Background: an optimization exercise with open tools, aiming at a short achievable clock period and few clock cycles. Do not read the settings as production practice.
The RTL was checked by simulation tests, not by an equivalence proof against the original design.
Power and IR drop assume default switching activity.

run 1:
==> flow/design.v <==
module cache_nway #(
  parameter int WAYS      = 4,
  parameter int SETS      = 4,
  parameter int CNT_WIDTH = 16
) (
  input  logic                 clk,
  input  logic                 reset,
  input  logic                 mem_read,
  input  logic                 mem_write,
  input  logic [1:0]           mem_byte_enable,
  input  logic [15:0]          mem_address,
  input  logic [15:0]          mem_wdata,
  output logic [15:0]          mem_rdata,
  output logic                 mem_resp,
  output logic                 pmem_read,
  output logic                 pmem_write,
  output logic [15:0]          pmem_address,
  output logic [127:0]         pmem_wdata,
  input  logic [127:0]         pmem_rdata,
  input  logic                 pmem_resp,
  output logic [CNT_WIDTH-1:0] hit_count,
  output logic [CNT_WIDTH-1:0] miss_count
);
  localparam int WB = $clog2(WAYS);
  localparam int IB = $clog2(SETS);
  localparam int TB = 12 - IB;
  typedef enum logic [1:0] {S_IDLE, S_RESP, S_WRITEBACK, S_ALLOCATE} state_t;
  state_t               r_state;
  logic                 r_valid  [SETS][WAYS];
  logic                 r_dirty  [SETS][WAYS];
  logic [TB-1:0]        r_tag    [SETS][WAYS];
  logic [127:0]         r_data   [SETS][WAYS];
  logic [WAYS-2:0]      r_plru   [SETS];
  logic [WAYS-1:0]      r_vsel   [SETS];         
  logic [127:0]         r_vdata  [SETS];         
  logic [TB-1:0]        r_vtag   [SETS];         
  logic                 r_vdirty [SETS];         
  logic                 r_hit_resp;              
  logic                 r_hit_wr;                
  logic [IB-1:0]        r_index;
  logic [WB-1:0]        r_hit_way;
  logic [WB-1:0]        r_victim;
  logic                 r_hsel   [SETS][WAYS];   
  logic                 r_vline  [SETS][WAYS];   
  logic [15:0]          r_mem_rdata;
  logic                 r_mem_resp;
  logic                 r_pmem_read;
  logic                 r_pmem_write;
  logic [15:0]          r_pmem_address;
  logic [127:0]         r_pmem_wdata;
  logic [CNT_WIDTH-1:0] r_hit_count;
  logic [CNT_WIDTH-1:0] r_miss_count;
  logic [IB-1:0]   w_index;
  logic [TB-1:0]   w_tag;
  logic [2:0]      w_word;
  logic            w_req;
  logic            w_unused;
  logic            w_idle;
  logic [SETS-1:0] w_set_sel;
  logic            w_match [SETS][WAYS];
  logic [WAYS-1:0] w_way_hit;
  logic            w_hit;
  logic [WB-1:0]   w_hit_way;
  logic [WB-1:0]   w_victim;
  logic            w_fill;
  logic            w_done;
  logic [WB-1:0]   w_done_way;
  logic [15:0]     w_hit_word;
  logic [WAYS-2:0] w_plru_next  [SETS];
  logic            w_valid_next [SETS][WAYS];
  logic [WAYS-1:0] w_vsel_next  [SETS];
  assign w_index  = mem_address[4 +: IB];
  assign w_tag    = mem_address[15 -: TB];
  assign w_word   = mem_address[3:1];
  assign w_req    = mem_read | mem_write;
  assign w_unused = mem_address[0];
  assign w_idle   = (r_state == S_IDLE);
  assign w_fill   = (r_state == S_ALLOCATE) && pmem_resp;
  assign w_done   = r_hit_resp || w_fill;
  for (genvar s = 0; s < SETS; s++) begin : g_set
    assign w_set_sel[s] = (w_index == IB'(s));
    for (genvar w = 0; w < WAYS; w++) begin : g_way
      assign w_match[s][w] = w_set_sel[s] && r_valid[s][w] && (r_tag[s][w] == w_tag);
    end
  end
  always_comb begin
    w_way_hit  = '0;
    w_hit_word = '0;
    for (int s = 0; s < SETS; s++) begin
      for (int w = 0; w < WAYS; w++) begin
        w_way_hit[w] = w_way_hit[w] | w_match[s][w];
        w_hit_word   = w_hit_word | (r_data[s][w][{w_word, 4'b0} +: 16] & {16{w_match[s][w]}});
      end
    end
  end
  assign w_hit = |w_way_hit;
  always_comb begin
    w_hit_way = '0;
    w_victim  = '0;
    for (int w = 0; w < WAYS; w++) begin
      if (w_way_hit[w])              w_hit_way = w_hit_way | WB'(w);
      if (r_vsel[w_index][w])        w_victim  = w_victim | WB'(w);
    end
  end
  assign w_done_way = r_hit_resp ? r_hit_way : r_victim;
  always_comb begin
    for (int s = 0; s < SETS; s++) begin
      w_plru_next[s] = r_plru[s];
      for (int w = 0; w < WAYS; w++) w_valid_next[s][w] = r_valid[s][w];
    end
    if (w_done) begin
      w_plru_next[r_index][0] = ~w_done_way[1];
      if (w_done_way[1]) w_plru_next[r_index][2] = ~w_done_way[0];
      else               w_plru_next[r_index][1] = ~w_done_way[0];
    end
    if (w_fill) w_valid_next[r_index][r_victim] = 1'b1;
    for (int s = 0; s < SETS; s++) begin
      w_vsel_next[s] = WAYS'(1) << {w_plru_next[s][0], w_plru_next[s][1 + w_plru_next[s][0]]};
      for (int w = WAYS - 1; w >= 0; w--)
        if (!w_valid_next[s][w]) w_vsel_next[s] = WAYS'(1) << w;
    end
  end
  always_ff @(posedge clk or negedge reset) begin
    if (!reset) begin
      r_state      <= S_IDLE;
      r_hit_resp   <= 1'b0;
      r_hit_wr     <= 1'b0;
      r_index      <= '0;
      r_hit_way    <= '0;
      r_victim     <= '0;
      r_mem_resp   <= 1'b0;
      r_pmem_read  <= 1'b0;
      r_pmem_write <= 1'b0;
      r_hit_count  <= '0;
      r_miss_count <= '0;
      for (int s = 0; s < SETS; s++) begin
        r_plru[s]   <= '0;
        r_vsel[s]   <= WAYS'(1);
        r_vdirty[s] <= 1'b0;
        for (int w = 0; w < WAYS; w++) begin
          r_valid[s][w] <= 1'b0;
          r_dirty[s][w] <= 1'b0;
          r_hsel[s][w]  <= 1'b0;
          r_vline[s][w] <= 1'b0;
        end
      end
    end else begin
      r_hit_resp <= 1'b0;
      case (r_state)
        S_IDLE: begin
          r_index   <= w_index;
          r_hit_wr  <= mem_write;
          r_hit_way <= w_hit_way;
          r_victim  <= w_victim;
          for (int s = 0; s < SETS; s++) begin
            for (int w = 0; w < WAYS; w++) begin
              r_hsel[s][w]  <= w_match[s][w];
              r_vline[s][w] <= w_set_sel[s] && r_vsel[s][w];
            end
          end
          if (w_req) begin
            if (w_hit) begin
              r_hit_resp <= 1'b1;
              r_mem_resp <= 1'b1;
              r_state    <= S_RESP;
            end else if (r_vdirty[w_index]) begin
              r_pmem_write <= 1'b1;
              r_state      <= S_WRITEBACK;
            end else begin
              r_pmem_read <= 1'b1;
              r_state     <= S_ALLOCATE;
            end
          end
        end
        S_RESP: begin
          r_mem_resp <= 1'b0;
          r_state    <= S_IDLE;
        end
        S_WRITEBACK: begin
          if (pmem_resp) begin
            r_pmem_write <= 1'b0;
            r_pmem_read  <= 1'b1;
            r_state      <= S_ALLOCATE;
          end
        end
        S_ALLOCATE: begin
          if (pmem_resp) begin
            r_pmem_read <= 1'b0;
            r_mem_resp  <= 1'b1;
            r_state     <= S_RESP;
            if (r_miss_count != '1) r_miss_count <= r_miss_count + 1'b1;
          end
        end
        default: r_state <= S_IDLE;
      endcase
      for (int s = 0; s < SETS; s++) begin
        r_plru[s] <= w_plru_next[s];
        r_vsel[s] <= w_vsel_next[s];
        for (int w = 0; w < WAYS; w++) r_valid[s][w] <= w_valid_next[s][w];
      end
      if (w_fill) r_dirty[r_index][r_victim] <= mem_write;
      else if (r_hit_resp && r_hit_wr) r_dirty[r_index][r_hit_way] <= 1'b1;
      for (int s = 0; s < SETS; s++) begin
        r_vdirty[s] <= 1'b0;
        for (int w = 0; w < WAYS; w++)
          if (w_vsel_next[s][w] && r_dirty[s][w]) r_vdirty[s] <= 1'b1;
      end
      if (w_done && r_hit_count != '1) r_hit_count <= r_hit_count + 1'b1;
    end
  end
  always_ff @(posedge clk) begin
    for (int s = 0; s < SETS; s++) begin
      for (int w = 0; w < WAYS; w++) begin
        if (w_fill && r_vline[s][w]) begin
          r_tag[s][w]  <= w_tag;
          r_data[s][w] <= pmem_rdata;
          for (int k = 0; k < 8; k++) begin
            if (mem_write && w_word == 3'(k)) begin
              if (mem_byte_enable[1]) r_data[s][w][16*k+8 +: 8] <= mem_wdata[15:8];
              if (mem_byte_enable[0]) r_data[s][w][16*k   +: 8] <= mem_wdata[7:0];
            end
          end
        end else if (r_hit_resp && r_hit_wr && r_hsel[s][w]) begin
          for (int k = 0; k < 8; k++) begin
            if (w_word == 3'(k)) begin
              if (mem_byte_enable[1]) r_data[s][w][16*k+8 +: 8] <= mem_wdata[15:8];
              if (mem_byte_enable[0]) r_data[s][w][16*k   +: 8] <= mem_wdata[7:0];
            end
          end
        end
      end
    end
  end
  always_ff @(posedge clk) begin
    for (int s = 0; s < SETS; s++) begin
      r_vdata[s] <= '0;
      r_vtag[s]  <= '0;
      for (int w = 0; w < WAYS; w++) begin
        if (w_vsel_next[s][w]) begin
          r_vdata[s] <= r_data[s][w];
          r_vtag[s]  <= r_tag[s][w];
        end
      end
    end
    r_pmem_wdata   <= r_vdata[w_index];
    r_pmem_address <= (r_vdirty[w_index] && (w_idle || (r_state == S_WRITEBACK && !pmem_resp)))
                    ? {r_vtag[w_index], w_index, 4'b0} : {mem_address[15:4], 4'b0};
    r_mem_rdata    <= (r_state == S_ALLOCATE) ? pmem_rdata[{w_word, 4'b0} +: 16] : w_hit_word;
  end
  assign mem_rdata    = r_mem_rdata;
  assign mem_resp     = r_mem_resp;
  assign pmem_read    = r_pmem_read;
  assign pmem_write   = r_pmem_write;
  assign pmem_address = r_pmem_address;
  assign pmem_wdata   = r_pmem_wdata;
  assign hit_count    = r_hit_count;
  assign miss_count   = r_miss_count;
endmodule
clock: 6.0 ns
lec_check: 0
abc_clock_period_in_ps: 2500
cap_margin: 20
core_margin: 2
core_utilization: 45
place_density: 0.6
setup_slack_margin: 3.5
slew_margin: 20
run.sh (not shown) runs the stock make flow with config.mk's settings and CLKGATE_MAP_FILE= SYNTH_SCRIPT=/design/flow/synth_recipe.tcl, a recipe that flattens the netlist after the stock synthesis.
Having completed the whole flow, run 1 delivered a layout that passed the timing, design-rule and antenna checks.
Testbench counts of run 1, summed over its fixed seeds: cycles 100,836.
The following lists how run 4 was set up differently from run 1:
- PLACE_DENSITY now 0.65, was 0.6
- CORE_UTILIZATION now 50, was 45
==> run notes <==
- Going from run 1 to run 4, first-pass GRT wire length shrinks by 5900 um.
- Compared with run 1, in run 4 fmax fell by about 12%; pin count of the biggest net entering global routing rose by 24%.
- In the tables for run 4 and run 1, power per cell area reads higher with run 4.
- Per the comparison of run 4 with run 1, starting density of the core went up, first-iteration DRC count went up.
- Comparing run 4 and run 1, the higher wire length was measured on run 1.
- Between run 1 and run 4, number of inserted filler cells in the final layout decreased.

-- what the ideal ports hide --
The results above use ideal ports. As a check the final layouts listed here were re-extracted and re-timed, cells and wires unchanged.
Step 1: set_driving_cell puts a clkbuf_16 on clk and a buf_2 on each other input, an assumption about the parent block.
Step 2 also shifts input and output timing later by t, the mid clock arrival at the registers, as if the neighbouring blocks saw the same clock.
Three values: no drivers, after step 1, after step 2; two values: the first two.
| run | t, ns | slack for setup (ns) | hold WS [ns] | worst setup path after step 2 | clock arrival spread, ns |
|---|---|---|---|---|---|
| run 1 | 1.117 | 2.859 / 2.540 / 1.423 | 0.254 / 0.340 / 0.475 | input to register | 0.067 / 0.068 |
| run 4 | 1.074 | 2.422 / 2.111 / 1.037 | 0.060 / -0.006 / 0.488 | input to register | 0.062 / 0.062 |
After both steps setup and hold are still met in every run listed. For run 1, which loses most, drivers alone change the setup slack by -0.319 ns; drivers and shift together by -1.436 ns.
